Context: an optimization exercise on an open-source flow, tuned for small area, a short achievable clock period and few clock cycles. The choices shown serve that exercise and are no tape-out recipe.
Function was checked by simulation only, so behaviour that the tests miss may differ from the original.
Power figures rest on the tool's default switching activity, not on a simulated workload.

==> module framed_value_table_sync_parser_core, before the edit <==
module framed_value_table_sync_parser_core #(
	parameter int TABLE_DEPTH = 256
) (
	input  wire logic    clk,
	input  wire logic    arst_n,
	input  wire logic    item_valid,
	output logic         item_stall,
	input  wire logic [16:0] item_bits,
	output logic         result_valid,
	input  wire logic    result_stall,
	output logic [58:0]  result_bits
);
	localparam logic [7:0] HDR_U = 8'h75;
	localparam logic [7:0] HDR_A = 8'h61;
	localparam logic [7:0] HDR_F = 8'h66;
	localparam int PH_HUNT  = 0;
	localparam int PH_GOT_U = 1;
	localparam int PH_GOT_A = 2;
	localparam int PH_COUNT = 3;
	localparam int PH_INDEX = 4;
	localparam int PH_LOW   = 5;
	localparam int PH_HIGH  = 6;
	logic        ov_q;
	logic        adv;
	assign adv        = !(ov_q && result_stall);
	assign item_stall = !adv;
	logic        v1_q;            
	logic        byte1_q;         
	logic        k1_q;            
	logic [7:0]  b1_q;            
	logic [7:0]  i1_q;            
	logic [15:0] rlo1_q [4];      
	logic [3:0]  rmid1_q;         
	always_ff @(posedge clk or negedge arst_n) begin
		if (!arst_n) begin
			v1_q    <= 1'b0;
			byte1_q <= 1'b0;
		end else if (adv) begin
			v1_q    <= item_valid;
			byte1_q <= item_valid && !item_bits[16];
		end
	end
	always_ff @(posedge clk) begin
		if (adv) begin
			k1_q <= item_bits[16];
			b1_q <= item_bits[15:8];
			i1_q <= item_bits[7:0];
			for (int h = 0; h < 4; h++) begin
				for (int l = 0; l < 16; l++) begin
					rlo1_q[h][l] <= item_bits[16] && (item_bits[7:6] == 2'(h)) &&
						(item_bits[3:0] == 4'(l));
				end
			end
			for (int m = 0; m < 4; m++) rmid1_q[m] <= (item_bits[5:4] == 2'(m));
		end
	end
	logic        clr_q;
	logic [6:0]  ph_q, ph_d;
	logic [7:0]  left_q, left_d;
	logic [7:0]  idx_q, idx_d;
	logic [7:0]  low_q, low_d;
	logic        wr1, end1;
	logic [7:0]  seen;
	logic        seen_v;
	assign wr1 = byte1_q && ph_q[PH_HIGH];
	always_comb begin
		ph_d   = ph_q;
		left_d = left_q;
		idx_d  = idx_q;
		low_d  = low_q;
		end1   = 1'b0;
		seen   = k1_q ? i1_q : b1_q;
		seen_v = v1_q && (k1_q || ph_q[PH_INDEX]);
		if (byte1_q) begin
			ph_d = '0;
			if (ph_q[PH_HUNT]) begin
				if (b1_q == HDR_U) ph_d[PH_GOT_U] = 1'b1; else ph_d[PH_HUNT] = 1'b1;
			end
			if (ph_q[PH_GOT_U]) begin
				if (b1_q == HDR_A) ph_d[PH_GOT_A] = 1'b1; else ph_d[PH_HUNT] = 1'b1;
			end
			if (ph_q[PH_GOT_A]) begin
				if (b1_q == HDR_F) ph_d[PH_COUNT] = 1'b1; else ph_d[PH_HUNT] = 1'b1;
			end
			if (ph_q[PH_COUNT]) begin
				left_d = b1_q;
				if (b1_q != 8'd0) ph_d[PH_INDEX] = 1'b1; else ph_d[PH_HUNT] = 1'b1;
			end
			if (ph_q[PH_INDEX]) begin
				idx_d = b1_q;
				ph_d[PH_LOW] = 1'b1;
			end
			if (ph_q[PH_LOW]) begin
				low_d = b1_q;
				ph_d[PH_HIGH] = 1'b1;
			end
			if (ph_q[PH_HIGH]) begin
				left_d = left_q - 8'd1;
				if (left_q == 8'd1) begin
					end1 = 1'b1;
					ph_d[PH_HUNT] = 1'b1;
				end else begin
					ph_d[PH_INDEX] = 1'b1;
				end
			end
		end
	end
	logic [15:0] whi_q, wlo_q;
	always_ff @(posedge clk) begin
		if (adv) begin
			for (int j = 0; j < 16; j++) begin
				whi_q[j] <= item_valid && !item_bits[16] && ph_d[PH_HIGH] && (idx_d[7:4] == 4'(j));
				wlo_q[j] <= (idx_d[3:0] == 4'(j));
			end
		end
	end
	always_ff @(posedge clk or negedge arst_n) begin
		if (!arst_n) begin
			clr_q  <= 1'b1;
			ph_q   <= 7'b0000001;
			left_q <= '0;
			idx_q  <= '0;
			low_q  <= '0;
		end else begin
			clr_q <= 1'b0;
			if (adv) begin
				ph_q   <= ph_d;
				left_q <= left_d;
				idx_q  <= idx_d;
				low_q  <= low_d;
			end
		end
	end
	logic [15:0] wdata;
	logic [15:0] whi, wlo;
	logic [15:0] tbl [256];
	assign wdata = clr_q ? 16'd0 : {b1_q, low_q};
	always_comb begin
		for (int j = 0; j < 16; j++) begin
			whi[j] = clr_q || whi_q[j];
			wlo[j] = clr_q || wlo_q[j];
		end
	end
	for (genvar r = 0; r < 256; r++) begin : g_row
		logic [15:0] q;
		always_ff @(posedge clk) begin
			if (whi[r / 16] && wlo[r % 16]) q <= wdata;
		end
		assign tbl[r] = q;
	end
	logic [15:0] grp [16];
	logic [15:0] part1 [4];
	always_comb begin
		for (int h = 0; h < 4; h++) begin
			part1[h] = '0;
			for (int m = 0; m < 4; m++) begin
				grp[h * 4 + m] = '0;
				for (int l = 0; l < 16; l++) begin
					grp[h * 4 + m] = grp[h * 4 + m] | ({16{rlo1_q[h][l]}} & tbl[h * 64 + m * 16 + l]);
				end
				part1[h] = part1[h] | ({16{rmid1_q[m]}} & grp[h * 4 + m]);
			end
		end
	end
	logic        v2_q;
	logic [15:0] part2_q [4];
	logic        w2_q, e2_q;
	logic        seen_v2_q;
	logic [7:0]  seen2_q;
	logic [15:0] rv2;
	always_ff @(posedge clk or negedge arst_n) begin
		if (!arst_n) begin
			v2_q <= 1'b0;
		end else if (adv) begin
			v2_q <= v1_q;
		end
	end
	always_ff @(posedge clk) begin
		if (adv) begin
			for (int h = 0; h < 4; h++) part2_q[h] <= part1[h];
			w2_q      <= wr1;
			e2_q      <= end1;
			seen_v2_q <= seen_v;
			seen2_q   <= seen;
		end
	end
	always_comb begin
		rv2 = '0;
		for (int h = 0; h < 4; h++) rv2 = rv2 | part2_q[h];
	end
	logic [15:0] orv_q;
	logic        ow_q, oe_q;
	logic [8:0]  size_q;
	logic [31:0] cnt_q;
	always_ff @(posedge clk or negedge arst_n) begin
		if (!arst_n) begin
			ov_q   <= 1'b0;
			size_q <= '0;
			cnt_q  <= '0;
		end else if (adv) begin
			ov_q <= v2_q;
			if (seen_v2_q && ({1'b0, seen2_q} >= size_q)) size_q <= {1'b0, seen2_q} + 9'd1;
			cnt_q <= cnt_q + 32'(w2_q);
		end
	end
	always_ff @(posedge clk) begin
		if (adv) begin
			orv_q <= rv2;
			ow_q  <= w2_q;
			oe_q  <= e2_q;
		end
	end
	assign result_valid = ov_q;
	assign result_bits  = {orv_q, ow_q, cnt_q, size_q, oe_q};
endmodule
==> flow/config.mk <==
export PLATFORM = sky130hd
export DESIGN_NAME = framed_value_table_sync_parser_core
export DESIGN_NICKNAME = framed_value_table_sync_parser_core
export VERILOG_FILES = /design/flow/design.v
export SDC_FILE = /design/flow/constraint.sdc
export NUM_CORES = 4
export LEC_CHECK = 0
export CAP_MARGIN = 25
export CORE_MARGIN = 2
export CORE_UTILIZATION = 62
export CTS_CLUSTER_DIAMETER = 75
export CTS_CLUSTER_SIZE = 24
export SETUP_SLACK_MARGIN = 2.5
export SLEW_MARGIN = 30
==> flow/constraint.sdc <==
create_clock -name core_clock -period 5.0 [get_ports {clk}]
set_input_delay 1.0000 -clock core_clock [delete_from_list [all_inputs] [get_ports {clk}]]
set_output_delay 1.0000 -clock core_clock [all_outputs]
set_load 0.01 [all_outputs]
run.sh (not shown) runs the stock make flow with config.mk's settings and CLKGATE_MAP_FILE= SYNTH_SCRIPT=/design/flow/synth_recipe.tcl, a recipe that flattens the netlist after the stock synthesis.
The starting point completed without violations.
Testbench counts at the start, summed over its fixed seeds: cycles 32,616.
Then changed:
--- a/flow/design.v
+++ b/flow/design.v
@@ -104,21 +104,12 @@
 				end else begin
 					ph_d[PH_INDEX] = 1'b1;
 				end
 			end
 		end
 	end
-	logic [15:0] whi_q, wlo_q;
-	always_ff @(posedge clk) begin
-		if (adv) begin
-			for (int j = 0; j < 16; j++) begin
-				whi_q[j] <= item_valid && !item_bits[16] && ph_d[PH_HIGH] && (idx_d[7:4] == 4'(j));
-				wlo_q[j] <= (idx_d[3:0] == 4'(j));
-			end
-		end
-	end
 	always_ff @(posedge clk or negedge arst_n) begin
 		if (!arst_n) begin
 			clr_q  <= 1'b1;
 			ph_q   <= 7'b0000001;
 			left_q <= '0;
 			idx_q  <= '0;
@@ -136,14 +127,14 @@
 	logic [15:0] wdata;
 	logic [15:0] whi, wlo;
 	logic [15:0] tbl [256];
 	assign wdata = clr_q ? 16'd0 : {b1_q, low_q};
 	always_comb begin
 		for (int j = 0; j < 16; j++) begin
-			whi[j] = clr_q || whi_q[j];
-			wlo[j] = clr_q || wlo_q[j];
+			whi[j] = clr_q || (wr1 && idx_q[7:4] == 4'(j));
+			wlo[j] = clr_q || (idx_q[3:0] == 4'(j));
 		end
 	end
 	for (genvar r = 0; r < 256; r++) begin : g_row
 		logic [15:0] q;
 		always_ff @(posedge clk) begin
 			if (whi[r / 16] && wlo[r % 16]) q <= wdata;
Setup slack improves by 0.0036 ns.
Worst hold slack gains 0.032 ns.
Routed wire length increases by about 0.54%.
Core utilization went up by 1.7 points.
Global-route usage increases by 0.17 points.
Clock skew fell by 0.0070 ns.
Via count is higher by 0.32%.
Power decreases by about 6%.
Testbench counts after the change, summed over its fixed seeds: cycles 32,616.

==> what the ideal ports hide <==
The results above use ideal ports. As a check the final layouts listed here were re-extracted and re-timed, cells and wires unchanged. Step 1: set_driving_cell puts a clkbuf_16 on clk and a buf_2 on each other input, an assumption about the parent block. Step 2 also shifts input and output timing later by t, the mid clock arrival at the registers, as if the neighbouring blocks saw the same clock. a / b / c = ideal / step 1 / step 2; a / b = the first two.
run	t (ns)	setup WS [ns]	clock arrival spread, ns	worst register clock-pin slew, ns	worst data-port slew with drivers (ns)
the first run	0.989	2.328 / 2.226 / 1.557	0.042 / 0.042	0.10 / 0.10	0.07
the second run	0.996	2.332 / 2.252 / 1.503	0.033 / 0.033	0.10 / 0.10	0.04
After both steps setup and hold are still met in every run listed. For the second run, which loses most, drivers alone change the setup slack by -0.080 ns; drivers and shift together by -0.829 ns.
